This design comes from an exercise in tuning for small area, a short achievable clock period and few clock cycles on the open sky130 flow, not from production work.
For this run, only the layout was checked, not whether the RTL still works.
Power figures rest on the tool's default switching activity, not on a simulated workload.

--- design/flow/flow/run.sh ---
#!/bin/bash
# Standard synthesis unchanged, then the standard layout steps with the
# timing repair asked to leave extra setup margin (so that it sizes the
# critical paths for a period well below the 10 ns constraint) and with
# plain buffers, rather than delay cells, on the ports.
set -euo pipefail
MARGIN=$(cat flow/margin.txt)
bash standard.sh synth > synth.log 2>&1
bash standard.sh SETUP_SLACK_MARGIN=$MARGIN \
  BUFFER_PORTS_ARGS="-buffer_cell sky130_fd_sc_hd__buf_2" finish > layout.log 2>&1
--- design/flow/config.mk ---
export PLATFORM = sky130hd
export DESIGN_NAME = xyolo_lanes
export DESIGN_NICKNAME = xyolo_lanes
export VERILOG_FILES = /design/flow/design.v
export SDC_FILE = /design/flow/constraint.sdc
export NUM_CORES = 4
export LEC_CHECK = 0
export ABC_AREA = 1
export CAP_MARGIN = 20
export CORE_MARGIN = 2
export CORE_UTILIZATION = 40
export SLEW_MARGIN = 20
export SYNTH_HIERARCHICAL = 1
--- design/flow/design.v ---
`default_nettype none
package xyolo_lanes_pkg;
  localparam int c_DATA_W   = 16;
  localparam int c_N_LANES  = 4;
  localparam int c_SHIFT_W  = 5;
  localparam int c_CNT_W    = 12;
  localparam int c_LEAKY_SH = 3;
  localparam int c_MP_MAX   = 4;
  typedef enum logic [2:0] {
    S_IDLE  = 3'd0,
    S_ACC   = 3'd1,
    S_DRAIN = 3'd2,
    S_POST  = 3'd3,
    S_OUT   = 3'd4
  } state_t;
endpackage
`default_nettype wire
`default_nettype none
module xyolo_lane
#(
  parameter int DATA_W   = xyolo_lanes_pkg::c_DATA_W,
  parameter int SHIFT_W  = xyolo_lanes_pkg::c_SHIFT_W,
  parameter int CNT_W    = xyolo_lanes_pkg::c_CNT_W,
  parameter int LEAKY_SH = xyolo_lanes_pkg::c_LEAKY_SH
) (
  input  logic               clk,
  input  logic               beat_en,     
  input  logic               bypass,      
  input  logic               bias_en,     
  input  logic [DATA_W-1:0]  pixel,
  input  logic [DATA_W-1:0]  weight,
  input  logic [DATA_W-1:0]  bias,
  input  logic               sh_load,     
  input  logic [SHIFT_W-1:0] sh_d,
  input  logic               cfg_leaky,
  input  logic [27:0]        fit_mask,    
  input  logic               ld_beat,     
  input  logic               pool_en,     
  input  logic               pool_first,  
  output logic [DATA_W-1:0]  result
);
  logic [SHIFT_W-1:0] r_sh;
  logic               r_ld0, r_ld1;
  always_ff @(posedge clk) begin
    if (sh_load) r_sh <= sh_d;
    r_ld0 <= ld_beat;
    r_ld1 <= r_ld0;
  end
  logic [15:0] r_x, r_y, r_b;
  always_ff @(posedge clk) begin
    r_x <= pixel;
    r_y <= beat_en ? (bypass ? 16'd1 : weight) : 16'd0;
    r_b <= bias_en ? bias : 16'd0;
  end
  logic [16:0] w_xe;
  logic [7:0]  w_one, w_two, w_neg;
  logic [16:0] w_r0, w_r1, w_r2, w_r3, w_r4, w_r5, w_r6, w_r7;
  assign w_xe = {r_x[15], r_x};
  for (genvar j = 0; j < 8; j++) begin : g_enc
    logic yl, ym, yh;
    assign yl = (j == 0) ? 1'b0 : r_y[2*j-1];
    assign ym = r_y[2*j];
    assign yh = r_y[2*j+1];
    assign w_one[j] = ym ^ yl;
    assign w_two[j] = (yh & ~ym & ~yl) | (~yh & ym & yl);
    assign w_neg[j] = yh;
  end
  assign w_r0 = ({17{w_one[0]}} & w_xe | {17{w_two[0]}} & {w_xe[15:0], 1'b0}) ^ {17{w_neg[0]}};
  assign w_r1 = ({17{w_one[1]}} & w_xe | {17{w_two[1]}} & {w_xe[15:0], 1'b0}) ^ {17{w_neg[1]}};
  assign w_r2 = ({17{w_one[2]}} & w_xe | {17{w_two[2]}} & {w_xe[15:0], 1'b0}) ^ {17{w_neg[2]}};
  assign w_r3 = ({17{w_one[3]}} & w_xe | {17{w_two[3]}} & {w_xe[15:0], 1'b0}) ^ {17{w_neg[3]}};
  assign w_r4 = ({17{w_one[4]}} & w_xe | {17{w_two[4]}} & {w_xe[15:0], 1'b0}) ^ {17{w_neg[4]}};
  assign w_r5 = ({17{w_one[5]}} & w_xe | {17{w_two[5]}} & {w_xe[15:0], 1'b0}) ^ {17{w_neg[5]}};
  assign w_r6 = ({17{w_one[6]}} & w_xe | {17{w_two[6]}} & {w_xe[15:0], 1'b0}) ^ {17{w_neg[6]}};
  assign w_r7 = ({17{w_one[7]}} & w_xe | {17{w_two[7]}} & {w_xe[15:0], 1'b0}) ^ {17{w_neg[7]}};
  wire hs0, hc0;
  xyolo_ha u_ha0 (.a(w_r0[10]), .b(w_r1[8]), .s(hs0), .co(hc0));
  wire hs1, hc1;
  xyolo_ha u_ha1 (.a(w_r0[11]), .b(w_r1[9]), .s(hs1), .co(hc1));
  wire fs0, fc0;
  xyolo_fa u_fa0 (.a(w_r0[12]), .b(w_r1[10]), .c(w_r2[8]), .s(fs0), .co(fc0));
  wire hs2, hc2;
  xyolo_ha u_ha2 (.a(w_r3[6]), .b(w_r4[4]), .s(hs2), .co(hc2));
  wire fs1, fc1;
  xyolo_fa u_fa1 (.a(w_r0[13]), .b(w_r1[11]), .c(w_r2[9]), .s(fs1), .co(fc1));
  wire hs3, hc3;
  xyolo_ha u_ha3 (.a(w_r3[7]), .b(w_r4[5]), .s(hs3), .co(hc3));
  wire fs2, fc2;
  xyolo_fa u_fa2 (.a(w_r0[14]), .b(w_r1[12]), .c(w_r2[10]), .s(fs2), .co(fc2));
  wire fs3, fc3;
  xyolo_fa u_fa3 (.a(w_r3[8]), .b(w_r4[6]), .c(w_r5[4]), .s(fs3), .co(fc3));
  wire hs4, hc4;
  xyolo_ha u_ha4 (.a(w_r6[2]), .b(w_r7[0]), .s(hs4), .co(hc4));
  wire fs4, fc4;
  xyolo_fa u_fa4 (.a(w_r0[15]), .b(w_r1[13]), .c(w_r2[11]), .s(fs4), .co(fc4));
  wire fs5, fc5;
  xyolo_fa u_fa5 (.a(w_r3[9]), .b(w_r4[7]), .c(w_r5[5]), .s(fs5), .co(fc5));
  wire hs5, hc5;
  xyolo_ha u_ha5 (.a(w_r6[3]), .b(w_r7[1]), .s(hs5), .co(hc5));
  wire fs6, fc6;
  xyolo_fa u_fa6 (.a(~w_r0[16]), .b(w_r1[14]), .c(w_r2[12]), .s(fs6), .co(fc6));
  wire fs7, fc7;
  xyolo_fa u_fa7 (.a(w_r3[10]), .b(w_r4[8]), .c(w_r5[6]), .s(fs7), .co(fc7));
  wire fs8, fc8;
  assign fs8 = w_r6[4] ^ w_r7[2] ^ 1'b1;
  assign fc8 = (w_r6[4] & w_r7[2]) | (1'b1 & (w_r6[4] ^ w_r7[2]));
  wire fs9, fc9;
  xyolo_fa u_fa9 (.a(w_r1[15]), .b(w_r2[13]), .c(w_r3[11]), .s(fs9), .co(fc9));
  wire fs10, fc10;
  xyolo_fa u_fa10 (.a(w_r4[9]), .b(w_r5[7]), .c(w_r6[5]), .s(fs10), .co(fc10));
  wire hs6, hc6;
  assign hs6 = w_r7[3] ^ 1'b1;
  assign hc6 = w_r7[3] & 1'b1;
  wire fs11, fc11;
  xyolo_fa u_fa11 (.a(~w_r1[16]), .b(w_r2[14]), .c(w_r3[12]), .s(fs11), .co(fc11));
  wire fs12, fc12;
  xyolo_fa u_fa12 (.a(w_r4[10]), .b(w_r5[8]), .c(w_r6[6]), .s(fs12), .co(fc12));
  wire fs13, fc13;
  xyolo_fa u_fa13 (.a(w_r2[15]), .b(w_r3[13]), .c(w_r4[11]), .s(fs13), .co(fc13));
  wire hs7, hc7;
  xyolo_ha u_ha7 (.a(w_r5[9]), .b(w_r6[7]), .s(hs7), .co(hc7));
  wire fs14, fc14;
  xyolo_fa u_fa14 (.a(~w_r2[16]), .b(w_r3[14]), .c(w_r4[12]), .s(fs14), .co(fc14));
  wire hs8, hc8;
  xyolo_ha u_ha8 (.a(w_r3[15]), .b(w_r4[13]), .s(hs8), .co(hc8));
  wire hs9, hc9;
  xyolo_ha u_ha9 (.a(w_r0[6]), .b(w_r1[4]), .s(hs9), .co(hc9));
  wire hs10, hc10;
  xyolo_ha u_ha10 (.a(w_r0[7]), .b(w_r1[5]), .s(hs10), .co(hc10));
  wire fs15, fc15;
  xyolo_fa u_fa15 (.a(w_r0[8]), .b(w_r1[6]), .c(w_r2[4]), .s(fs15), .co(fc15));
  wire hs11, hc11;
  xyolo_ha u_ha11 (.a(w_r3[2]), .b(w_r4[0]), .s(hs11), .co(hc11));
  wire fs16, fc16;
  xyolo_fa u_fa16 (.a(w_r0[9]), .b(w_r1[7]), .c(w_r2[5]), .s(fs16), .co(fc16));
  wire hs12, hc12;
  xyolo_ha u_ha12 (.a(w_r3[3]), .b(w_r4[1]), .s(hs12), .co(hc12));
  wire fs17, fc17;
  xyolo_fa u_fa17 (.a(w_r2[6]), .b(w_r3[4]), .c(w_r4[2]), .s(fs17), .co(fc17));
  wire fs18, fc18;
  xyolo_fa u_fa18 (.a(w_r5[0]), .b(w_neg[5]), .c(hs0), .s(fs18), .co(fc18));
  wire fs19, fc19;
  xyolo_fa u_fa19 (.a(w_r2[7]), .b(w_r3[5]), .c(w_r4[3]), .s(fs19), .co(fc19));
  wire fs20, fc20;
  xyolo_fa u_fa20 (.a(w_r5[1]), .b(hc0), .c(hs1), .s(fs20), .co(fc20));
  wire fs21, fc21;
  xyolo_fa u_fa21 (.a(w_r5[2]), .b(w_r6[0]), .c(w_neg[6]), .s(fs21), .co(fc21));
  wire fs22, fc22;
  xyolo_fa u_fa22 (.a(hc1), .b(fs0), .c(hs2), .s(fs22), .co(fc22));
  wire fs23, fc23;
  xyolo_fa u_fa23 (.a(w_r5[3]), .b(w_r6[1]), .c(fc0), .s(fs23), .co(fc23));
  wire fs24, fc24;
  xyolo_fa u_fa24 (.a(hc2), .b(fs1), .c(hs3), .s(fs24), .co(fc24));
  wire fs25, fc25;
  xyolo_fa u_fa25 (.a(w_neg[7]), .b(fc1), .c(hc3), .s(fs25), .co(fc25));
  wire fs26, fc26;
  xyolo_fa u_fa26 (.a(fs2), .b(fs3), .c(hs4), .s(fs26), .co(fc26));
  wire fs27, fc27;
  xyolo_fa u_fa27 (.a(fc2), .b(fc3), .c(hc4), .s(fs27), .co(fc27));
  wire fs28, fc28;
  xyolo_fa u_fa28 (.a(fs4), .b(fs5), .c(hs5), .s(fs28), .co(fc28));
  wire fs29, fc29;
  xyolo_fa u_fa29 (.a(fc4), .b(fc5), .c(hc5), .s(fs29), .co(fc29));
  wire fs30, fc30;
  xyolo_fa u_fa30 (.a(fs6), .b(fs7), .c(fs8), .s(fs30), .co(fc30));
  wire fs31, fc31;
  xyolo_fa u_fa31 (.a(fc6), .b(fc7), .c(fc8), .s(fs31), .co(fc31));
  wire fs32, fc32;
  xyolo_fa u_fa32 (.a(fs9), .b(fs10), .c(hs6), .s(fs32), .co(fc32));
  wire fs33, fc33;
  xyolo_fa u_fa33 (.a(w_r7[4]), .b(fc9), .c(fc10), .s(fs33), .co(fc33));
  wire fs34, fc34;
  xyolo_fa u_fa34 (.a(hc6), .b(fs11), .c(fs12), .s(fs34), .co(fc34));
  wire fs35, fc35;
  xyolo_fa u_fa35 (.a(w_r7[5]), .b(fc11), .c(fc12), .s(fs35), .co(fc35));
  wire fs36, fc36;
  assign fs36 = fs13 ^ hs7 ^ 1'b1;
  assign fc36 = (fs13 & hs7) | (1'b1 & (fs13 ^ hs7));
  wire fs37, fc37;
  xyolo_fa u_fa37 (.a(w_r5[10]), .b(w_r6[8]), .c(w_r7[6]), .s(fs37), .co(fc37));
  wire fs38, fc38;
  xyolo_fa u_fa38 (.a(fc13), .b(hc7), .c(fs14), .s(fs38), .co(fc38));
  wire fs39, fc39;
  xyolo_fa u_fa39 (.a(w_r5[11]), .b(w_r6[9]), .c(w_r7[7]), .s(fs39), .co(fc39));
  wire fs40, fc40;
  assign fs40 = fc14 ^ hs8 ^ 1'b1;
  assign fc40 = (fc14 & hs8) | (1'b1 & (fc14 ^ hs8));
  wire fs41, fc41;
  xyolo_fa u_fa41 (.a(~w_r3[16]), .b(w_r4[14]), .c(w_r5[12]), .s(fs41), .co(fc41));
  wire fs42, fc42;
  xyolo_fa u_fa42 (.a(w_r6[10]), .b(w_r7[8]), .c(hc8), .s(fs42), .co(fc42));
  wire fs43, fc43;
  xyolo_fa u_fa43 (.a(w_r4[15]), .b(w_r5[13]), .c(w_r6[11]), .s(fs43), .co(fc43));
  wire hs13, hc13;
  assign hs13 = w_r7[9] ^ 1'b1;
  assign hc13 = w_r7[9] & 1'b1;
  wire fs44, fc44;
  xyolo_fa u_fa44 (.a(~w_r4[16]), .b(w_r5[14]), .c(w_r6[12]), .s(fs44), .co(fc44));
  wire hs14, hc14;
  xyolo_ha u_ha14 (.a(w_r5[15]), .b(w_r6[13]), .s(hs14), .co(hc14));
  wire hs15, hc15;
  xyolo_ha u_ha15 (.a(w_r0[4]), .b(w_r1[2]), .s(hs15), .co(hc15));
  wire hs16, hc16;
  xyolo_ha u_ha16 (.a(w_r0[5]), .b(w_r1[3]), .s(hs16), .co(hc16));
  wire fs45, fc45;
  xyolo_fa u_fa45 (.a(w_r2[2]), .b(w_r3[0]), .c(w_neg[3]), .s(fs45), .co(fc45));
  wire fs46, fc46;
  xyolo_fa u_fa46 (.a(w_r2[3]), .b(w_r3[1]), .c(hc9), .s(fs46), .co(fc46));
  wire fs47, fc47;
  xyolo_fa u_fa47 (.a(w_neg[4]), .b(hc10), .c(fs15), .s(fs47), .co(fc47));
  wire fs48, fc48;
  xyolo_fa u_fa48 (.a(fc15), .b(hc11), .c(fs16), .s(fs48), .co(fc48));
  wire fs49, fc49;
  xyolo_fa u_fa49 (.a(fc16), .b(hc12), .c(fs17), .s(fs49), .co(fc49));
  wire fs50, fc50;
  xyolo_fa u_fa50 (.a(fc17), .b(fc18), .c(fs19), .s(fs50), .co(fc50));
  wire fs51, fc51;
  xyolo_fa u_fa51 (.a(fc19), .b(fc20), .c(fs21), .s(fs51), .co(fc51));
  wire fs52, fc52;
  xyolo_fa u_fa52 (.a(fc21), .b(fc22), .c(fs23), .s(fs52), .co(fc52));
  wire fs53, fc53;
  xyolo_fa u_fa53 (.a(fc23), .b(fc24), .c(fs25), .s(fs53), .co(fc53));
  wire fs54, fc54;
  xyolo_fa u_fa54 (.a(fc25), .b(fc26), .c(fs27), .s(fs54), .co(fc54));
  wire fs55, fc55;
  xyolo_fa u_fa55 (.a(fc27), .b(fc28), .c(fs29), .s(fs55), .co(fc55));
  wire fs56, fc56;
  xyolo_fa u_fa56 (.a(fc29), .b(fc30), .c(fs31), .s(fs56), .co(fc56));
  wire fs57, fc57;
  xyolo_fa u_fa57 (.a(fc31), .b(fc32), .c(fs33), .s(fs57), .co(fc57));
  wire fs58, fc58;
  xyolo_fa u_fa58 (.a(fc33), .b(fc34), .c(fs35), .s(fs58), .co(fc58));
  wire fs59, fc59;
  xyolo_fa u_fa59 (.a(fc35), .b(fc36), .c(fs37), .s(fs59), .co(fc59));
  wire fs60, fc60;
  xyolo_fa u_fa60 (.a(fc37), .b(fc38), .c(fs39), .s(fs60), .co(fc60));
  wire fs61, fc61;
  xyolo_fa u_fa61 (.a(fc39), .b(fc40), .c(fs41), .s(fs61), .co(fc61));
  wire fs62, fc62;
  xyolo_fa u_fa62 (.a(fc41), .b(fc42), .c(fs43), .s(fs62), .co(fc62));
  wire fs63, fc63;
  xyolo_fa u_fa63 (.a(w_r7[10]), .b(fc43), .c(hc13), .s(fs63), .co(fc63));
  wire fs64, fc64;
  xyolo_fa u_fa64 (.a(w_r7[11]), .b(fc44), .c(hs14), .s(fs64), .co(fc64));
  wire fs65, fc65;
  xyolo_fa u_fa65 (.a(~w_r5[16]), .b(w_r6[14]), .c(w_r7[12]), .s(fs65), .co(fc65));
  wire hs17, hc17;
  xyolo_ha u_ha17 (.a(w_r6[15]), .b(w_r7[13]), .s(hs17), .co(hc17));
  wire hs18, hc18;
  xyolo_ha u_ha18 (.a(w_r0[2]), .b(w_r1[0]), .s(hs18), .co(hc18));
  wire hs19, hc19;
  xyolo_ha u_ha19 (.a(w_r0[3]), .b(w_r1[1]), .s(hs19), .co(hc19));
  wire fs66, fc66;
  xyolo_fa u_fa66 (.a(w_r2[0]), .b(w_neg[2]), .c(hs15), .s(fs66), .co(fc66));
  wire fs67, fc67;
  xyolo_fa u_fa67 (.a(w_r2[1]), .b(hc15), .c(hs16), .s(fs67), .co(fc67));
  wire fs68, fc68;
  xyolo_fa u_fa68 (.a(hs9), .b(hc16), .c(fs45), .s(fs68), .co(fc68));
  wire fs69, fc69;
  xyolo_fa u_fa69 (.a(hs10), .b(fc45), .c(fs46), .s(fs69), .co(fc69));
  wire fs70, fc70;
  xyolo_fa u_fa70 (.a(hs11), .b(fc46), .c(fs47), .s(fs70), .co(fc70));
  wire fs71, fc71;
  xyolo_fa u_fa71 (.a(hs12), .b(fc47), .c(fs48), .s(fs71), .co(fc71));
  wire fs72, fc72;
  xyolo_fa u_fa72 (.a(fs18), .b(fc48), .c(fs49), .s(fs72), .co(fc72));
  wire fs73, fc73;
  xyolo_fa u_fa73 (.a(fs20), .b(fc49), .c(fs50), .s(fs73), .co(fc73));
  wire fs74, fc74;
  xyolo_fa u_fa74 (.a(fs22), .b(fc50), .c(fs51), .s(fs74), .co(fc74));
  wire fs75, fc75;
  xyolo_fa u_fa75 (.a(fs24), .b(fc51), .c(fs52), .s(fs75), .co(fc75));
  wire fs76, fc76;
  xyolo_fa u_fa76 (.a(fs26), .b(fc52), .c(fs53), .s(fs76), .co(fc76));
  wire fs77, fc77;
  xyolo_fa u_fa77 (.a(fs28), .b(fc53), .c(fs54), .s(fs77), .co(fc77));
  wire fs78, fc78;
  xyolo_fa u_fa78 (.a(fs30), .b(fc54), .c(fs55), .s(fs78), .co(fc78));
  wire fs79, fc79;
  xyolo_fa u_fa79 (.a(fs32), .b(fc55), .c(fs56), .s(fs79), .co(fc79));
  wire fs80, fc80;
  xyolo_fa u_fa80 (.a(fs34), .b(fc56), .c(fs57), .s(fs80), .co(fc80));
  wire fs81, fc81;
  xyolo_fa u_fa81 (.a(fs36), .b(fc57), .c(fs58), .s(fs81), .co(fc81));
  wire fs82, fc82;
  xyolo_fa u_fa82 (.a(fs38), .b(fc58), .c(fs59), .s(fs82), .co(fc82));
  wire fs83, fc83;
  xyolo_fa u_fa83 (.a(fs40), .b(fc59), .c(fs60), .s(fs83), .co(fc83));
  wire fs84, fc84;
  xyolo_fa u_fa84 (.a(fs42), .b(fc60), .c(fs61), .s(fs84), .co(fc84));
  wire fs85, fc85;
  xyolo_fa u_fa85 (.a(hs13), .b(fc61), .c(fs62), .s(fs85), .co(fc85));
  wire fs86, fc86;
  xyolo_fa u_fa86 (.a(fs44), .b(fc62), .c(fs63), .s(fs86), .co(fc86));
  wire fs87, fc87;
  assign fs87 = fc63 ^ fs64 ^ 1'b1;
  assign fc87 = (fc63 & fs64) | (1'b1 & (fc63 ^ fs64));
  wire fs88, fc88;
  xyolo_fa u_fa88 (.a(hc14), .b(fc64), .c(fs65), .s(fs88), .co(fc88));
  wire fs89, fc89;
  assign fs89 = fc65 ^ hs17 ^ 1'b1;
  assign fc89 = (fc65 & hs17) | (1'b1 & (fc65 ^ hs17));
  wire fs90, fc90;
  xyolo_fa u_fa90 (.a(~w_r6[16]), .b(w_r7[14]), .c(hc17), .s(fs90), .co(fc90));
  wire hs20, hc20;
  assign hs20 = w_r7[15] ^ 1'b1;
  assign hc20 = w_r7[15] & 1'b1;
  logic [43:0] w_seed;
  assign w_seed = {{28{r_b[15]}}, r_b} << r_sh;
  logic [30:0] r_t0;
  logic [30:0] r_t1;
  logic [43:0] r_seed;
  always_ff @(posedge clk) begin
    r_t0[0] <= w_r0[0];
    r_t1[0] <= w_neg[0];
    r_t0[1] <= w_r0[1];
    r_t0[2] <= w_neg[1];
    r_t1[2] <= hs18;
    r_t0[3] <= hc18;
    r_t1[3] <= hs19;
    r_t0[4] <= hc19;
    r_t1[4] <= fs66;
    r_t0[5] <= fc66;
    r_t1[5] <= fs67;
    r_t0[6] <= fc67;
    r_t1[6] <= fs68;
    r_t0[7] <= fc68;
    r_t1[7] <= fs69;
    r_t0[8] <= fc69;
    r_t1[8] <= fs70;
    r_t0[9] <= fc70;
    r_t1[9] <= fs71;
    r_t0[10] <= fc71;
    r_t1[10] <= fs72;
    r_t0[11] <= fc72;
    r_t1[11] <= fs73;
    r_t0[12] <= fc73;
    r_t1[12] <= fs74;
    r_t0[13] <= fc74;
    r_t1[13] <= fs75;
    r_t0[14] <= fc75;
    r_t1[14] <= fs76;
    r_t0[15] <= fc76;
    r_t1[15] <= fs77;
    r_t0[16] <= fc77;
    r_t1[16] <= fs78;
    r_t0[17] <= fc78;
    r_t1[17] <= fs79;
    r_t0[18] <= fc79;
    r_t1[18] <= fs80;
    r_t0[19] <= fc80;
    r_t1[19] <= fs81;
    r_t0[20] <= fc81;
    r_t1[20] <= fs82;
    r_t0[21] <= fc82;
    r_t1[21] <= fs83;
    r_t0[22] <= fc83;
    r_t1[22] <= fs84;
    r_t0[23] <= fc84;
    r_t1[23] <= fs85;
    r_t0[24] <= fc85;
    r_t1[24] <= fs86;
    r_t0[25] <= fc86;
    r_t1[25] <= fs87;
    r_t0[26] <= fc87;
    r_t1[26] <= fs88;
    r_t0[27] <= fc88;
    r_t1[27] <= fs89;
    r_t0[28] <= fc89;
    r_t1[28] <= fs90;
    r_t0[29] <= fc90;
    r_t1[29] <= hs20;
    r_t0[30] <= ~w_r7[16];
    r_t1[30] <= hc20;
    r_seed <= w_seed;
  end
  logic [43:0] w_row0, w_row1, w_x, w_cs_s, w_cs_c, w_acc_n;
  logic [43:0] r_acc;
  assign w_row0 = {1'b1, 1'b1, 1'b1, 1'b1, 1'b1, 1'b1, 1'b1, 1'b1, 1'b1, 1'b1, 1'b1, 1'b1, 1'b1, r_t0[30], r_t0[29], r_t0[28], r_t0[27], r_t0[26], r_t0[25], r_t0[24], r_t0[23], r_t0[22], r_t0[21], r_t0[20], r_t0[19], r_t0[18], r_t0[17], r_t0[16], r_t0[15], r_t0[14], r_t0[13], r_t0[12], r_t0[11], r_t0[10], r_t0[9], r_t0[8], r_t0[7], r_t0[6], r_t0[5], r_t0[4], r_t0[3], r_t0[2], r_t0[1], r_t0[0]};
  assign w_row1 = {1'b0, 1'b0, 1'b0, 1'b0, 1'b0, 1'b0, 1'b0, 1'b0, 1'b0, 1'b0, 1'b0, 1'b0, 1'b0, r_t1[30], r_t1[29], r_t1[28], r_t1[27], r_t1[26], r_t1[25], r_t1[24], r_t1[23], r_t1[22], r_t1[21], r_t1[20], r_t1[19], r_t1[18], r_t1[17], r_t1[16], r_t1[15], r_t1[14], r_t1[13], r_t1[12], r_t1[11], r_t1[10], r_t1[9], r_t1[8], r_t1[7], r_t1[6], r_t1[5], r_t1[4], r_t1[3], r_t1[2], 1'b0, r_t1[0]};
  assign w_x     = r_ld1 ? r_seed : r_acc;
  assign w_cs_s  = w_x ^ w_row0 ^ w_row1;
  assign w_cs_c  = (w_x & w_row0) | (w_row1 & (w_x ^ w_row0));
  wire [43:0] ca_p0, ca_g0, ca_sum;
  assign ca_p0 = w_cs_s ^ {w_cs_c[42:0], 1'b0};
  assign ca_g0 = w_cs_s & {w_cs_c[42:0], 1'b0};
  wire ca_G0, ca_P0;
  assign ca_G0 = ca_g0[1] | (ca_p0[1] & ca_g0[0]);
  assign ca_P0 = ca_p0[1] & ca_p0[0];
  wire ca_G1, ca_P1;
  assign ca_G1 = ca_g0[3] | (ca_p0[3] & ca_g0[2]);
  assign ca_P1 = ca_p0[3] & ca_p0[2];
  wire ca_G2, ca_P2;
  assign ca_G2 = ca_g0[5] | (ca_p0[5] & ca_g0[4]);
  assign ca_P2 = ca_p0[5] & ca_p0[4];
  wire ca_G3, ca_P3;
  assign ca_G3 = ca_g0[7] | (ca_p0[7] & ca_g0[6]);
  assign ca_P3 = ca_p0[7] & ca_p0[6];
  wire ca_G4, ca_P4;
  assign ca_G4 = ca_g0[9] | (ca_p0[9] & ca_g0[8]);
  assign ca_P4 = ca_p0[9] & ca_p0[8];
  wire ca_G5, ca_P5;
  assign ca_G5 = ca_g0[11] | (ca_p0[11] & ca_g0[10]);
  assign ca_P5 = ca_p0[11] & ca_p0[10];
  wire ca_G6, ca_P6;
  assign ca_G6 = ca_g0[13] | (ca_p0[13] & ca_g0[12]);
  assign ca_P6 = ca_p0[13] & ca_p0[12];
  wire ca_G7, ca_P7;
  assign ca_G7 = ca_g0[15] | (ca_p0[15] & ca_g0[14]);
  assign ca_P7 = ca_p0[15] & ca_p0[14];
  wire ca_G8, ca_P8;
  assign ca_G8 = ca_g0[17] | (ca_p0[17] & ca_g0[16]);
  assign ca_P8 = ca_p0[17] & ca_p0[16];
  wire ca_G9, ca_P9;
  assign ca_G9 = ca_g0[19] | (ca_p0[19] & ca_g0[18]);
  assign ca_P9 = ca_p0[19] & ca_p0[18];
  wire ca_G10, ca_P10;
  assign ca_G10 = ca_g0[21] | (ca_p0[21] & ca_g0[20]);
  assign ca_P10 = ca_p0[21] & ca_p0[20];
  wire ca_G11, ca_P11;
  assign ca_G11 = ca_g0[23] | (ca_p0[23] & ca_g0[22]);
  assign ca_P11 = ca_p0[23] & ca_p0[22];
  wire ca_G12, ca_P12;
  assign ca_G12 = ca_g0[25] | (ca_p0[25] & ca_g0[24]);
  assign ca_P12 = ca_p0[25] & ca_p0[24];
  wire ca_G13, ca_P13;
  assign ca_G13 = ca_g0[27] | (ca_p0[27] & ca_g0[26]);
  assign ca_P13 = ca_p0[27] & ca_p0[26];
  wire ca_G14, ca_P14;
  assign ca_G14 = ca_g0[29] | (ca_p0[29] & ca_g0[28]);
  assign ca_P14 = ca_p0[29] & ca_p0[28];
  wire ca_G15, ca_P15;
  assign ca_G15 = ca_g0[31] | (ca_p0[31] & ca_g0[30]);
  assign ca_P15 = ca_p0[31] & ca_p0[30];
  wire ca_G16, ca_P16;
  assign ca_G16 = ca_g0[33] | (ca_p0[33] & ca_g0[32]);
  assign ca_P16 = ca_p0[33] & ca_p0[32];
  wire ca_G17, ca_P17;
  assign ca_G17 = ca_g0[35] | (ca_p0[35] & ca_g0[34]);
  assign ca_P17 = ca_p0[35] & ca_p0[34];
  wire ca_G18, ca_P18;
  assign ca_G18 = ca_g0[37] | (ca_p0[37] & ca_g0[36]);
  assign ca_P18 = ca_p0[37] & ca_p0[36];
  wire ca_G19, ca_P19;
  assign ca_G19 = ca_g0[39] | (ca_p0[39] & ca_g0[38]);
  assign ca_P19 = ca_p0[39] & ca_p0[38];
  wire ca_G20, ca_P20;
  assign ca_G20 = ca_g0[41] | (ca_p0[41] & ca_g0[40]);
  assign ca_P20 = ca_p0[41] & ca_p0[40];
  wire ca_G21, ca_P21;
  assign ca_G21 = ca_g0[43] | (ca_p0[43] & ca_g0[42]);
  assign ca_P21 = ca_p0[43] & ca_p0[42];
  wire ca_G22, ca_P22;
  assign ca_G22 = ca_G1 | (ca_P1 & ca_G0);
  assign ca_P22 = ca_P1 & ca_P0;
  wire ca_G23, ca_P23;
  assign ca_G23 = ca_G3 | (ca_P3 & ca_G2);
  assign ca_P23 = ca_P3 & ca_P2;
  wire ca_G24, ca_P24;
  assign ca_G24 = ca_G5 | (ca_P5 & ca_G4);
  assign ca_P24 = ca_P5 & ca_P4;
  wire ca_G25, ca_P25;
  assign ca_G25 = ca_G7 | (ca_P7 & ca_G6);
  assign ca_P25 = ca_P7 & ca_P6;
  wire ca_G26, ca_P26;
  assign ca_G26 = ca_G9 | (ca_P9 & ca_G8);
  assign ca_P26 = ca_P9 & ca_P8;
  wire ca_G27, ca_P27;
  assign ca_G27 = ca_G11 | (ca_P11 & ca_G10);
  assign ca_P27 = ca_P11 & ca_P10;
  wire ca_G28, ca_P28;
  assign ca_G28 = ca_G13 | (ca_P13 & ca_G12);
  assign ca_P28 = ca_P13 & ca_P12;
  wire ca_G29, ca_P29;
  assign ca_G29 = ca_G15 | (ca_P15 & ca_G14);
  assign ca_P29 = ca_P15 & ca_P14;
  wire ca_G30, ca_P30;
  assign ca_G30 = ca_G17 | (ca_P17 & ca_G16);
  assign ca_P30 = ca_P17 & ca_P16;
  wire ca_G31, ca_P31;
  assign ca_G31 = ca_G19 | (ca_P19 & ca_G18);
  assign ca_P31 = ca_P19 & ca_P18;
  wire ca_G32, ca_P32;
  assign ca_G32 = ca_G21 | (ca_P21 & ca_G20);
  assign ca_P32 = ca_P21 & ca_P20;
  wire ca_G33, ca_P33;
  assign ca_G33 = ca_G23 | (ca_P23 & ca_G22);
  assign ca_P33 = ca_P23 & ca_P22;
  wire ca_G34, ca_P34;
  assign ca_G34 = ca_G25 | (ca_P25 & ca_G24);
  assign ca_P34 = ca_P25 & ca_P24;
  wire ca_G35, ca_P35;
  assign ca_G35 = ca_G27 | (ca_P27 & ca_G26);
  assign ca_P35 = ca_P27 & ca_P26;
  wire ca_G36, ca_P36;
  assign ca_G36 = ca_G29 | (ca_P29 & ca_G28);
  assign ca_P36 = ca_P29 & ca_P28;
  wire ca_G37, ca_P37;
  assign ca_G37 = ca_G31 | (ca_P31 & ca_G30);
  assign ca_P37 = ca_P31 & ca_P30;
  wire ca_G38, ca_P38;
  assign ca_G38 = ca_G34 | (ca_P34 & ca_G33);
  assign ca_P38 = ca_P34 & ca_P33;
  wire ca_G39, ca_P39;
  assign ca_G39 = ca_G36 | (ca_P36 & ca_G35);
  assign ca_P39 = ca_P36 & ca_P35;
  wire ca_G40, ca_P40;
  assign ca_G40 = ca_G39 | (ca_P39 & ca_G38);
  assign ca_P40 = ca_P39 & ca_P38;
  wire ca_G41, ca_P41;
  assign ca_G41 = ca_G35 | (ca_P35 & ca_G38);
  assign ca_P41 = ca_P35 & ca_P38;
  wire ca_G42, ca_P42;
  assign ca_G42 = ca_G37 | (ca_P37 & ca_G40);
  assign ca_P42 = ca_P37 & ca_P40;
  wire ca_G43, ca_P43;
  assign ca_G43 = ca_G24 | (ca_P24 & ca_G33);
  assign ca_P43 = ca_P24 & ca_P33;
  wire ca_G44, ca_P44;
  assign ca_G44 = ca_G26 | (ca_P26 & ca_G38);
  assign ca_P44 = ca_P26 & ca_P38;
  wire ca_G45, ca_P45;
  assign ca_G45 = ca_G28 | (ca_P28 & ca_G41);
  assign ca_P45 = ca_P28 & ca_P41;
  wire ca_G46, ca_P46;
  assign ca_G46 = ca_G30 | (ca_P30 & ca_G40);
  assign ca_P46 = ca_P30 & ca_P40;
  wire ca_G47, ca_P47;
  assign ca_G47 = ca_G32 | (ca_P32 & ca_G42);
  assign ca_P47 = ca_P32 & ca_P42;
  wire ca_G48, ca_P48;
  assign ca_G48 = ca_G2 | (ca_P2 & ca_G22);
  assign ca_P48 = ca_P2 & ca_P22;
  wire ca_G49, ca_P49;
  assign ca_G49 = ca_G4 | (ca_P4 & ca_G33);
  assign ca_P49 = ca_P4 & ca_P33;
  wire ca_G50, ca_P50;
  assign ca_G50 = ca_G6 | (ca_P6 & ca_G43);
  assign ca_P50 = ca_P6 & ca_P43;
  wire ca_G51, ca_P51;
  assign ca_G51 = ca_G8 | (ca_P8 & ca_G38);
  assign ca_P51 = ca_P8 & ca_P38;
  wire ca_G52, ca_P52;
  assign ca_G52 = ca_G10 | (ca_P10 & ca_G44);
  assign ca_P52 = ca_P10 & ca_P44;
  wire ca_G53, ca_P53;
  assign ca_G53 = ca_G12 | (ca_P12 & ca_G41);
  assign ca_P53 = ca_P12 & ca_P41;
  wire ca_G54, ca_P54;
  assign ca_G54 = ca_G14 | (ca_P14 & ca_G45);
  assign ca_P54 = ca_P14 & ca_P45;
  wire ca_G55, ca_P55;
  assign ca_G55 = ca_G16 | (ca_P16 & ca_G40);
  assign ca_P55 = ca_P16 & ca_P40;
  wire ca_G56, ca_P56;
  assign ca_G56 = ca_G18 | (ca_P18 & ca_G46);
  assign ca_P56 = ca_P18 & ca_P46;
  wire ca_G57, ca_P57;
  assign ca_G57 = ca_G20 | (ca_P20 & ca_G42);
  assign ca_P57 = ca_P20 & ca_P42;
  wire ca_G58, ca_P58;
  assign ca_G58 = ca_g0[2] | (ca_p0[2] & ca_G0);
  assign ca_P58 = ca_p0[2] & ca_P0;
  wire ca_G59, ca_P59;
  assign ca_G59 = ca_g0[4] | (ca_p0[4] & ca_G22);
  assign ca_P59 = ca_p0[4] & ca_P22;
  wire ca_G60, ca_P60;
  assign ca_G60 = ca_g0[6] | (ca_p0[6] & ca_G48);
  assign ca_P60 = ca_p0[6] & ca_P48;
  wire ca_G61, ca_P61;
  assign ca_G61 = ca_g0[8] | (ca_p0[8] & ca_G33);
  assign ca_P61 = ca_p0[8] & ca_P33;
  wire ca_G62, ca_P62;
  assign ca_G62 = ca_g0[10] | (ca_p0[10] & ca_G49);
  assign ca_P62 = ca_p0[10] & ca_P49;
  wire ca_G63, ca_P63;
  assign ca_G63 = ca_g0[12] | (ca_p0[12] & ca_G43);
  assign ca_P63 = ca_p0[12] & ca_P43;
  wire ca_G64, ca_P64;
  assign ca_G64 = ca_g0[14] | (ca_p0[14] & ca_G50);
  assign ca_P64 = ca_p0[14] & ca_P50;
  wire ca_G65, ca_P65;
  assign ca_G65 = ca_g0[16] | (ca_p0[16] & ca_G38);
  assign ca_P65 = ca_p0[16] & ca_P38;
  wire ca_G66, ca_P66;
  assign ca_G66 = ca_g0[18] | (ca_p0[18] & ca_G51);
  assign ca_P66 = ca_p0[18] & ca_P51;
  wire ca_G67, ca_P67;
  assign ca_G67 = ca_g0[20] | (ca_p0[20] & ca_G44);
  assign ca_P67 = ca_p0[20] & ca_P44;
  wire ca_G68, ca_P68;
  assign ca_G68 = ca_g0[22] | (ca_p0[22] & ca_G52);
  assign ca_P68 = ca_p0[22] & ca_P52;
  wire ca_G69, ca_P69;
  assign ca_G69 = ca_g0[24] | (ca_p0[24] & ca_G41);
  assign ca_P69 = ca_p0[24] & ca_P41;
  wire ca_G70, ca_P70;
  assign ca_G70 = ca_g0[26] | (ca_p0[26] & ca_G53);
  assign ca_P70 = ca_p0[26] & ca_P53;
  wire ca_G71, ca_P71;
  assign ca_G71 = ca_g0[28] | (ca_p0[28] & ca_G45);
  assign ca_P71 = ca_p0[28] & ca_P45;
  wire ca_G72, ca_P72;
  assign ca_G72 = ca_g0[30] | (ca_p0[30] & ca_G54);
  assign ca_P72 = ca_p0[30] & ca_P54;
  wire ca_G73, ca_P73;
  assign ca_G73 = ca_g0[32] | (ca_p0[32] & ca_G40);
  assign ca_P73 = ca_p0[32] & ca_P40;
  wire ca_G74, ca_P74;
  assign ca_G74 = ca_g0[34] | (ca_p0[34] & ca_G55);
  assign ca_P74 = ca_p0[34] & ca_P55;
  wire ca_G75, ca_P75;
  assign ca_G75 = ca_g0[36] | (ca_p0[36] & ca_G46);
  assign ca_P75 = ca_p0[36] & ca_P46;
  wire ca_G76, ca_P76;
  assign ca_G76 = ca_g0[38] | (ca_p0[38] & ca_G56);
  assign ca_P76 = ca_p0[38] & ca_P56;
  wire ca_G77, ca_P77;
  assign ca_G77 = ca_g0[40] | (ca_p0[40] & ca_G42);
  assign ca_P77 = ca_p0[40] & ca_P42;
  wire ca_G78, ca_P78;
  assign ca_G78 = ca_g0[42] | (ca_p0[42] & ca_G57);
  assign ca_P78 = ca_p0[42] & ca_P57;
  assign ca_sum[0] = ca_p0[0] ^ 1'b0;
  assign ca_sum[1] = ca_p0[1] ^ ca_g0[0];
  assign ca_sum[2] = ca_p0[2] ^ ca_G0;
  assign ca_sum[3] = ca_p0[3] ^ ca_G58;
  assign ca_sum[4] = ca_p0[4] ^ ca_G22;
  assign ca_sum[5] = ca_p0[5] ^ ca_G59;
  assign ca_sum[6] = ca_p0[6] ^ ca_G48;
  assign ca_sum[7] = ca_p0[7] ^ ca_G60;
  assign ca_sum[8] = ca_p0[8] ^ ca_G33;
  assign ca_sum[9] = ca_p0[9] ^ ca_G61;
  assign ca_sum[10] = ca_p0[10] ^ ca_G49;
  assign ca_sum[11] = ca_p0[11] ^ ca_G62;
  assign ca_sum[12] = ca_p0[12] ^ ca_G43;
  assign ca_sum[13] = ca_p0[13] ^ ca_G63;
  assign ca_sum[14] = ca_p0[14] ^ ca_G50;
  assign ca_sum[15] = ca_p0[15] ^ ca_G64;
  assign ca_sum[16] = ca_p0[16] ^ ca_G38;
  assign ca_sum[17] = ca_p0[17] ^ ca_G65;
  assign ca_sum[18] = ca_p0[18] ^ ca_G51;
  assign ca_sum[19] = ca_p0[19] ^ ca_G66;
  assign ca_sum[20] = ca_p0[20] ^ ca_G44;
  assign ca_sum[21] = ca_p0[21] ^ ca_G67;
  assign ca_sum[22] = ca_p0[22] ^ ca_G52;
  assign ca_sum[23] = ca_p0[23] ^ ca_G68;
  assign ca_sum[24] = ca_p0[24] ^ ca_G41;
  assign ca_sum[25] = ca_p0[25] ^ ca_G69;
  assign ca_sum[26] = ca_p0[26] ^ ca_G53;
  assign ca_sum[27] = ca_p0[27] ^ ca_G70;
  assign ca_sum[28] = ca_p0[28] ^ ca_G45;
  assign ca_sum[29] = ca_p0[29] ^ ca_G71;
  assign ca_sum[30] = ca_p0[30] ^ ca_G54;
  assign ca_sum[31] = ca_p0[31] ^ ca_G72;
  assign ca_sum[32] = ca_p0[32] ^ ca_G40;
  assign ca_sum[33] = ca_p0[33] ^ ca_G73;
  assign ca_sum[34] = ca_p0[34] ^ ca_G55;
  assign ca_sum[35] = ca_p0[35] ^ ca_G74;
  assign ca_sum[36] = ca_p0[36] ^ ca_G46;
  assign ca_sum[37] = ca_p0[37] ^ ca_G75;
  assign ca_sum[38] = ca_p0[38] ^ ca_G56;
  assign ca_sum[39] = ca_p0[39] ^ ca_G76;
  assign ca_sum[40] = ca_p0[40] ^ ca_G42;
  assign ca_sum[41] = ca_p0[41] ^ ca_G77;
  assign ca_sum[42] = ca_p0[42] ^ ca_G57;
  assign ca_sum[43] = ca_p0[43] ^ ca_G78;
  assign w_acc_n = ca_sum;
  always_ff @(posedge clk) r_acc <= w_acc_n;
  logic [43:0] w_shr;
  logic        w_ovf;
  logic [15:0] w_sat, w_v, r_v;
  assign w_shr = $signed(r_acc) >>> r_sh;
  assign w_ovf = |((r_acc[42:15] ^ {28{r_acc[43]}}) & fit_mask);
  assign w_sat = w_ovf ? {r_acc[43], {15{~r_acc[43]}}} : w_shr[15:0];
  assign w_v   = (cfg_leaky && w_sat[15]) ? {{LEAKY_SH{1'b1}}, w_sat[15:LEAKY_SH]} : w_sat;
  always_ff @(posedge clk) r_v <= w_v;
  logic [15:0] r_pool;
  always_ff @(posedge clk) begin
    if (pool_en && (pool_first || ($signed(r_v) > $signed(r_pool)))) r_pool <= r_v;
  end
  assign result = r_pool;
endmodule
module xyolo_fa (input  logic a, b, c, output logic s, co);
  assign s  = a ^ b ^ c;
  assign co = (a & b) | (c & (a ^ b));
endmodule
module xyolo_ha (input  logic a, b, output logic s, co);
  assign s  = a ^ b;
  assign co = a & b;
endmodule
`default_nettype wire
`default_nettype none
module xyolo_lanes
#(
  parameter int DATA_W   = xyolo_lanes_pkg::c_DATA_W,
  parameter int N_LANES  = xyolo_lanes_pkg::c_N_LANES,
  parameter int SHIFT_W  = xyolo_lanes_pkg::c_SHIFT_W,
  parameter int CNT_W    = xyolo_lanes_pkg::c_CNT_W,
  parameter int LEAKY_SH = xyolo_lanes_pkg::c_LEAKY_SH
) (
  input  logic                      clk,
  input  logic                      rst,
  input  logic                      start,
  input  logic [CNT_W-1:0]          cfg_n_acc,
  input  logic [CNT_W-1:0]          cfg_n_out,
  input  logic [2:0]                cfg_mp_win,
  input  logic                      cfg_bias,
  input  logic                      cfg_leaky,
  input  logic                      cfg_maxpool,
  input  logic                      cfg_bypass,
  input  logic [SHIFT_W-1:0]        cfg_shift,
  input  logic                      in_valid,
  output logic                      in_ready,
  input  logic [N_LANES*DATA_W-1:0] in_pixel,
  input  logic [N_LANES*DATA_W-1:0] in_weight,
  input  logic [N_LANES*DATA_W-1:0] in_bias,
  output logic                      out_valid,
  input  logic                      out_ready,
  output logic [N_LANES*DATA_W-1:0] out_data,
  output logic                      busy,
  output logic                      done
);
  logic [CNT_W-1:0]   r_n_acc;           
  logic [2:0]         r_n_win;           
  logic               r_acc_le1, r_win_le1;
  logic               r_bypass, r_bias_en, r_leaky;
  logic [SHIFT_W-1:0] r_shift;
  logic [CNT_W-1:0]   r_bc;              
  logic [2:0]         r_wc;              
  logic [CNT_W-1:0]   r_oc;              
  logic               r_wl, r_wcl, r_ocl;    
  logic               r_wf, r_gf;        
  logic               r_run;             
  logic               r_busy, r_done, r_in_ready, r_out_valid, r_out_last, r_pend;
  logic               w_st, w_acc, w_xfer;
  logic [2:0]         w_cfg_win;
  assign w_st   = start && !r_busy;
  assign w_acc  = in_valid && r_in_ready;
  assign w_xfer = r_out_valid && out_ready;
  logic [SHIFT_W-1:0] w_cfg_shift;
  assign w_cfg_shift = cfg_bypass ? '0 : cfg_shift;
  assign w_cfg_win = !cfg_maxpool ? 3'd1 : (cfg_mp_win[2] ? 3'd4 : cfg_mp_win);
  logic w_gl_nx, w_jl_nx, w_wl1, w_gf1, w_x1, w_k0a, w_k0b, w_k1a, w_k1b;
  assign w_gl_nx = r_wl && r_wcl;                       
  assign w_jl_nx = w_gl_nx && r_ocl;                    
  assign w_wl1   = r_wl ? r_acc_le1 : (r_bc == CNT_W'(2));   
  assign w_gf1   = r_wl ? r_wcl : r_gf;                 
  assign w_x1    = w_gf1 && w_wl1;
  assign w_k0a = r_run && !(r_gf && r_wl && r_pend);
  assign w_k0b = r_run && r_pend && r_out_valid;
  assign w_k1a = !w_jl_nx && !(w_x1 && (w_gl_nx || r_pend));
  assign w_k1b = !w_jl_nx && !(w_x1 && w_gl_nx) && r_out_valid;
  logic e_ld, e_wl, e_gf, e_gl, e_jl;
  assign e_ld = w_acc && (r_wf || r_bypass);
  assign e_wl = w_acc && r_wl;
  assign e_gf = r_gf;
  assign e_gl = w_acc && w_gl_nx;
  assign e_jl = w_acc && w_jl_nx;
  always_ff @(posedge clk) begin
    if (w_st) begin
      r_bc  <= cfg_n_acc;
      r_wl  <= (cfg_n_acc[CNT_W-1:1] == '0);
      r_wf  <= 1'b1;
    end else if (w_acc) begin
      r_bc  <= r_wl ? r_n_acc : r_bc - CNT_W'(1);
      r_wl  <= w_wl1;
      r_wf  <= r_wl;
    end
    if (w_st) begin
      r_wc  <= w_cfg_win;
      r_wcl <= (w_cfg_win[2:1] == 2'd0);
      r_gf  <= 1'b1;
    end else if (e_wl) begin
      r_wc  <= r_wcl ? r_n_win : r_wc - 3'd1;
      r_wcl <= r_wcl ? r_win_le1 : (r_wc == 3'd2);
      r_gf  <= r_wcl;
    end
    if (w_st) begin
      r_oc  <= cfg_n_out;
      r_ocl <= (cfg_n_out[CNT_W-1:1] == '0);
    end else if (e_gl) begin
      r_oc  <= r_oc - CNT_W'(1);
      r_ocl <= (r_oc == CNT_W'(2));
    end
    if (w_st) begin
      r_n_acc   <= cfg_n_acc;
      r_acc_le1 <= (cfg_n_acc[CNT_W-1:1] == '0);
      r_n_win   <= w_cfg_win;
      r_win_le1 <= (w_cfg_win[2:1] == 2'd0);
      r_bypass  <= cfg_bypass;
      r_bias_en <= cfg_bias && !cfg_bypass;
      r_leaky   <= cfg_leaky && !cfg_bypass;
      r_shift   <= w_cfg_shift;
    end
  end
  logic f0_wl, f0_gf, f0_gl, f0_jl;           
  logic f1_wl, f1_gf, f1_gl, f1_jl;           
  logic f2_wl, f2_gf, f2_gl, f2_jl;           
  logic f3_wl, f3_gf, f3_gl, f3_jl;           
  always_ff @(posedge clk) begin
    if (rst) begin
      r_run <= 1'b0; r_busy <= 1'b0; r_done <= 1'b0; r_in_ready <= 1'b0;
      r_out_valid <= 1'b0; r_out_last <= 1'b0; r_pend <= 1'b0;
      {f0_wl, f0_gf, f0_gl, f0_jl} <= '0;
      {f1_wl, f1_gf, f1_gl, f1_jl} <= '0;
      {f2_wl, f2_gf, f2_gl, f2_jl} <= '0;
      {f3_wl, f3_gf, f3_gl, f3_jl} <= '0;
    end else begin
      r_run      <= w_st || (r_run && !e_jl);
      r_pend     <= e_gl || (r_pend && !w_xfer);
      r_in_ready <= w_st || (w_acc ? (w_k1a || (w_k1b && out_ready))
                                   : (w_k0a || (w_k0b && out_ready)));
      r_done     <= w_xfer && r_out_last;
      r_busy     <= w_st || (r_busy && !(w_xfer && r_out_last));
      if (f3_wl && f3_gl) begin
        r_out_valid <= 1'b1;
        r_out_last  <= f3_jl;
      end else if (w_xfer) begin
        r_out_valid <= 1'b0;
      end
      {f0_wl, f0_gf, f0_gl, f0_jl} <= {e_wl, e_gf, e_gl, e_jl};
      {f1_wl, f1_gf, f1_gl, f1_jl} <= {f0_wl, f0_gf, f0_gl, f0_jl};
      {f2_wl, f2_gf, f2_gl, f2_jl} <= {f1_wl, f1_gf, f1_gl, f1_jl};
      {f3_wl, f3_gf, f3_gl, f3_jl} <= {f2_wl, f2_gf, f2_gl, f2_jl};
    end
  end
  assign in_ready  = r_in_ready;
  assign out_valid = r_out_valid;
  assign busy      = r_busy;
  assign done      = r_done;
  logic [27:0] w_fit_mask;
  for (genvar t = 0; t < 28; t++) begin : g_mask
    assign w_fit_mask[t] = (5'(t) >= r_shift);
  end
  for (genvar g = 0; g < N_LANES; g++) begin : g_lane
    xyolo_lane #(
      .DATA_W   (DATA_W),
      .SHIFT_W  (SHIFT_W),
      .CNT_W    (CNT_W),
      .LEAKY_SH (LEAKY_SH)
    ) u_lane (
      .clk        (clk),
      .beat_en    (w_acc),
      .bypass     (r_bypass),
      .bias_en    (r_bias_en),
      .pixel      (in_pixel[g*DATA_W +: DATA_W]),
      .weight     (in_weight[g*DATA_W +: DATA_W]),
      .bias       (in_bias[g*DATA_W +: DATA_W]),
      .sh_load    (w_st),
      .sh_d       (w_cfg_shift),
      .cfg_leaky  (r_leaky),
      .fit_mask   (w_fit_mask),
      .ld_beat    (e_ld),
      .pool_en    (f3_wl),
      .pool_first (f3_gf),
      .result     (out_data[g*DATA_W +: DATA_W])
    );
  end
endmodule
`default_nettype wire
--- design/flow/flow/margin.txt ---
6.5
--- design/flow/standard.sh ---
#!/bin/bash
# synth_recipe.tcl (not shown) runs the flow's synth.tcl, then flattens the netlist and writes it again
# the make line also repeats each setting of config.mk as NAME=value (left out here)
make -C /OpenROAD-flow-scripts/flow DESIGN_CONFIG=/design/flow/config.mk WORK_HOME=/design/flow/orfs CLKGATE_MAP_FILE= SYNTH_SCRIPT=/design/flow/synth_recipe.tcl "${@:-finish}"
--- design/flow/constraint.sdc ---
create_clock -name core_clock -period 10.0 [get_ports {clk}]
set_input_delay 2.0000 -clock core_clock [delete_from_list [all_inputs] [get_ports {clk}]]
set_output_delay 2.0000 -clock core_clock [all_outputs]
set_load 0.01 [all_outputs]
==> flow_summary_export.csv <==
group,metric,value,unit
status,status,"no timing/DRC/antenna violations",
clock_network,clock_latency,0.76,ns
timing,fin_skew,0.0276,ns
drt,wl_per_cell,18.9,µm
worst_setup_path,arrival,4.07,ns
timing,clock.fmax,290,MHz
clock_network,cts_max_path_buffers,3,
placement,place_ws,5.29,ns
worst_setup_path,critPathMaxFanout,11,
final_layout,seq_area,0.0220,mm²
grt,grt_pass1_wl,347000,µm
drt,routed_wl,229000,µm
final_layout,stdcell_count,12100,
timing,finalSetupTns,0,ns
worst_setup_path,r2r_start,"g_lane[2].u_lane.r_y[9]",
worst_setup_path,worstSetupPathType,"reg -> reg",
grt,track_usage,23.4,%
yosys,postSynthNetCount,10500,
floorplan,dieArea,0.187,mm²
drt,vias_per_cell,5.28,
final_layout,finish.utilization,46.2,%
yosys,yosysWarnings,8,
clock_network,cts_tree,"built",
timing,drv_slew,0,
timing,worst-slew-pin-transition,1.23,ns
yosys,async_flop_share,0,%
drt,drtPass1Iterations,8,
final_layout,drive_above_1_share,13.1,%
final_layout,syn2layout_area_growth,15.0,%
floorplan,rows,157,
yosys,synth_top_flop_cell,"dfxtp_1",
timing,fin_crit_sh,34.4,%
yosys,synth.avg_cell_area,7.85,µm²
placement,routabilityCongestion,0.932,
pwr,leakagePower,42.8,nW
final_layout,final_cell_mix,"2,062 x nand2_1, 1,132 x inv_1, 1,092 x nand3_1, 853 x dfxtp_1, 555 x xor2_1",
timing,hold_viol,0,
placement,placed_cells_incl_taps,11700,
final_layout,nets,10600,
pwr,ir_drop,186,µV
timing,finalSetupViolations,0,
floorplan,io_pins,301,
clock_network,ctsHtreeMaxLevel,3,
final_layout,final_common_cell,"nand2_1",
drt,ant_nets,0,
timing,grt_setup_unrepaired,"true",
grt,grt_antenna_before_repair,4,
clock_network,cts.clk_slew.worst_paths,0.06,ns
pwr,finalPower,21.0,mW
yosys,ys_seq_area_share,29.8,%
worst_setup_path,crit_path_start,"g_lane[2].u_lane.r_y[9]",
drt,drc,0,
yosys,synthCells,9368,
clock_network,hold_buffers,0,
clock_network,clock_sinks,1024,
floorplan,initial_utilization,40.2,%
worst_setup_path,critPathCapture,"g_lane[2].u_lane.r_t1[15]",
yosys,synth_cell_types,48,
yosys,synth_area,0.0735,mm²
floorplan,core,0.183,mm²
flow_run,maxCapViolations,0,
timing,setup_ws,6.56,ns
floorplan,die_x,433,µm
worst_setup_path,cp.required,10.62,ns
clock_network,cts_made_buffers,117,
pwr,power_density,248,mW/mm²
grt,grt_pass1_vias,61600,
hold_path,hold_path_class,"reg -> reg",
clock_network,cts_root_buf,"clkbuf_16",
yosys,synth_edf_count,139,
floorplan,fp.dieH,433,µm
drt,vias,63900,
placement,io_buffers,300,
yosys,synth-seq-cells,1024,
worst_setup_path,r2r_end,"g_lane[2].u_lane.r_t1[15]",
final_layout,multi_input_area,0.0461,mm²
timing,final.min_clock_period,3.44,ns
timing,max-slew-margin-rel,17.9,%
worst_setup_path,r2r_slack,6.56,ns
drt,first_iter_violations,5803,
worst_setup_path,rr_worst_depth,11,
worst_setup_path,startpoint_type,"flip-flop",
grt,overflow,0,
grt,grt_max_degree,69,
final_layout,num-fill-cells,18100,
placement,dp_hpwl,165000,µm
worst_setup_path,end_kind,"flip-flop",
## per-module statistics from Yosys (local to each module, per instance), excerpt
module       cells  copies in the design  area, µm²
xyolo_ha         1                    72       12.5
xyolo_lanes    468                     1       3960
xyolo_fa         1                   344       20.0
## layer usage
metal / GRT usage (%) / routed length (µm)
met5: 0 / 0
met4: 9.14 / 9270
met3: 2.74 / 14600
met2: 38.1 / 106000
met1: 31.6 / 98900
## state kept, by name, indices dropped and copies added, names as in the netlist, 3 cells and up
| name | cells |
|---|---|
| g_lane.u_lane.r_b | 64 |
| g_lane.u_lane.r_t1 | 120 |
| g_lane.u_lane.r_y | 64 |
| g_lane.u_lane.r_acc | 176 |
| g_lane.u_lane.r_sh | 20 |
| r_oc | 12 |
| r_wc | 3 |
| r_bc | 12 |
| r_n_win | 3 |
| g_lane.u_lane.r_v | 64 |
| g_lane.u_lane.r_seed | 176 |
| r_shift | 5 |
| g_lane.u_lane.r_t0 | 124 |
| g_lane.u_lane.r_ld1 | 4 |
| g_lane.u_lane.r_ld0 | 4 |
| g_lane.u_lane.r_pool | 64 |
| r_n_acc | 12 |
| g_lane.u_lane.r_x | 64 |
## where the power goes
part           internal (mW)  switching, mW  leakage [nW]
Clock                   2.71           1.86          2.04
Sequential              5.30          0.993          8.69
Combinational           4.13           6.00          32.0
## cell usage after synthesis, drive strengths merged, types with 3 or more instances
cell type	instances	area [µm²]
o21ai	461	2310
nand2	2111	8010
buf	295	1570
xnor2	40	350
nor3	44	220
a31o	9	78.8
a31oi	17	106
a21boi	16	120
nand3b	14	105
fa	548	11000
o21bai	14	105
o31ai	4	30.0
nor4	3	25.0
o22ai	476	2980
clkbuf	242	908
o211ai	6	45.0
clkinv	4	35.0
edfxtp	139	4170
mux2i	60	601
dfxtp	885	17700
o21a	9	67.6
a21oi	210	1050
or2	21	131
nand3	1100	5530
nand4	33	206
xor2	563	4930
mux2	36	405
nor2	420	1670
ha	330	4130
inv	1199	4500
a211oi	28	210
a21o	29	218
## critical path: stages, from the launching register on
cell and delay [ns]:
dfxtp_2 0.35, buf_12 0.15, nand2_1 0.10, inv_1 0.07, nor2_4 0.11, clkinvlp_4 0.23, o22ai_2 0.22, xor2_1 0.23
fa_1 0.52, fa_2 0.39, fa_1 0.52, fa_1 0.40
## worst min path at each step
stage / from / end / cells after the start
final: g_lane[0].u_lane.r_ld0 / g_lane[0].u_lane.r_ld1 / 0
after CTS: g_lane[0].u_lane.r_ld0 / g_lane[0].u_lane.r_ld1 / 0
after global placement: g_lane[1].u_lane.r_ld0 / g_lane[1].u_lane.r_ld1 / 0
after floorplan: g_lane[0].u_lane.r_ld0 / g_lane[0].u_lane.r_ld1 / 0
after detailed placement: g_lane[1].u_lane.r_ld0 / g_lane[1].u_lane.r_ld1 / 0
after global routing: g_lane[1].u_lane.r_ld0 / g_lane[1].u_lane.r_ld1 / 0
## timing repair
item                                    in CTS  in global routing
buffers inserted                            49                111
resized for setup                          188                347
gates cloned                                14                 23
pin swaps                                   19                128
endpoints found under the setup margin     338                165
hold endpoints to repair                     0                  0
## layout make-up
type / count / share of cell area [%]
antenna: 4 / 0.0118
multi-input combinational: 6604 / 54.5
tap: 2464 / 3.65
sequential: 1024 / 26.0
timing repair inverter: 7 / 0.0473
inverter: 1203 / 5.50
clock buffer: 158 / 3.94
timing repair buffer: 575 / 5.36
clock inverter: 65 / 0.950
## cell families after synthesis
family / after synthesis / share of synthesized area, %
and+or+nand+nor: 3747 / 21.6
adders and majority gates: 878 / 20.5
xor gates and xnor gates: 603 / 7.18
buffers and inverters: 1740 / 9.54
AOI/OAI and AO/OA: 1280 / 9.97
muxes: 96 / 1.37
DFF: 1024 / 29.8
## metrics by stage
step,area (µm²),hold slack (ns)
finish,84600,0.324
floorplan,73600,0.310
global route,84600,0.327
CTS,81800,0.326
detailed placement,76300,0.315
global placement,76300,0.310

-- separate check: timing with driven ports --
In the flow no input, the clock included, has a driving cell. The finished layout below was timed again as built, in two steps.
Step 1 assumes that a clkbuf_16 drives the clock port and a buf_2 every other input.
Step 2 times the ports against the registers' clock, not the clock port: input delays grow and output delays shrink by t, the midpoint of the rising clock arrivals with the driver on.
a / b / c = ideal / step 1 / step 2; a / b = the first two.
t (ns): 0.824
slack for setup (ns): 6.555 / 6.509 / 6.023
hold WS [ns]: 0.324 / 0.324 / 0.324
worst setup path after step 2: input to register
After both steps setup and hold are still met in this run. For this run, drivers alone change the setup slack by -0.046 ns; drivers and shift together by -0.532 ns.
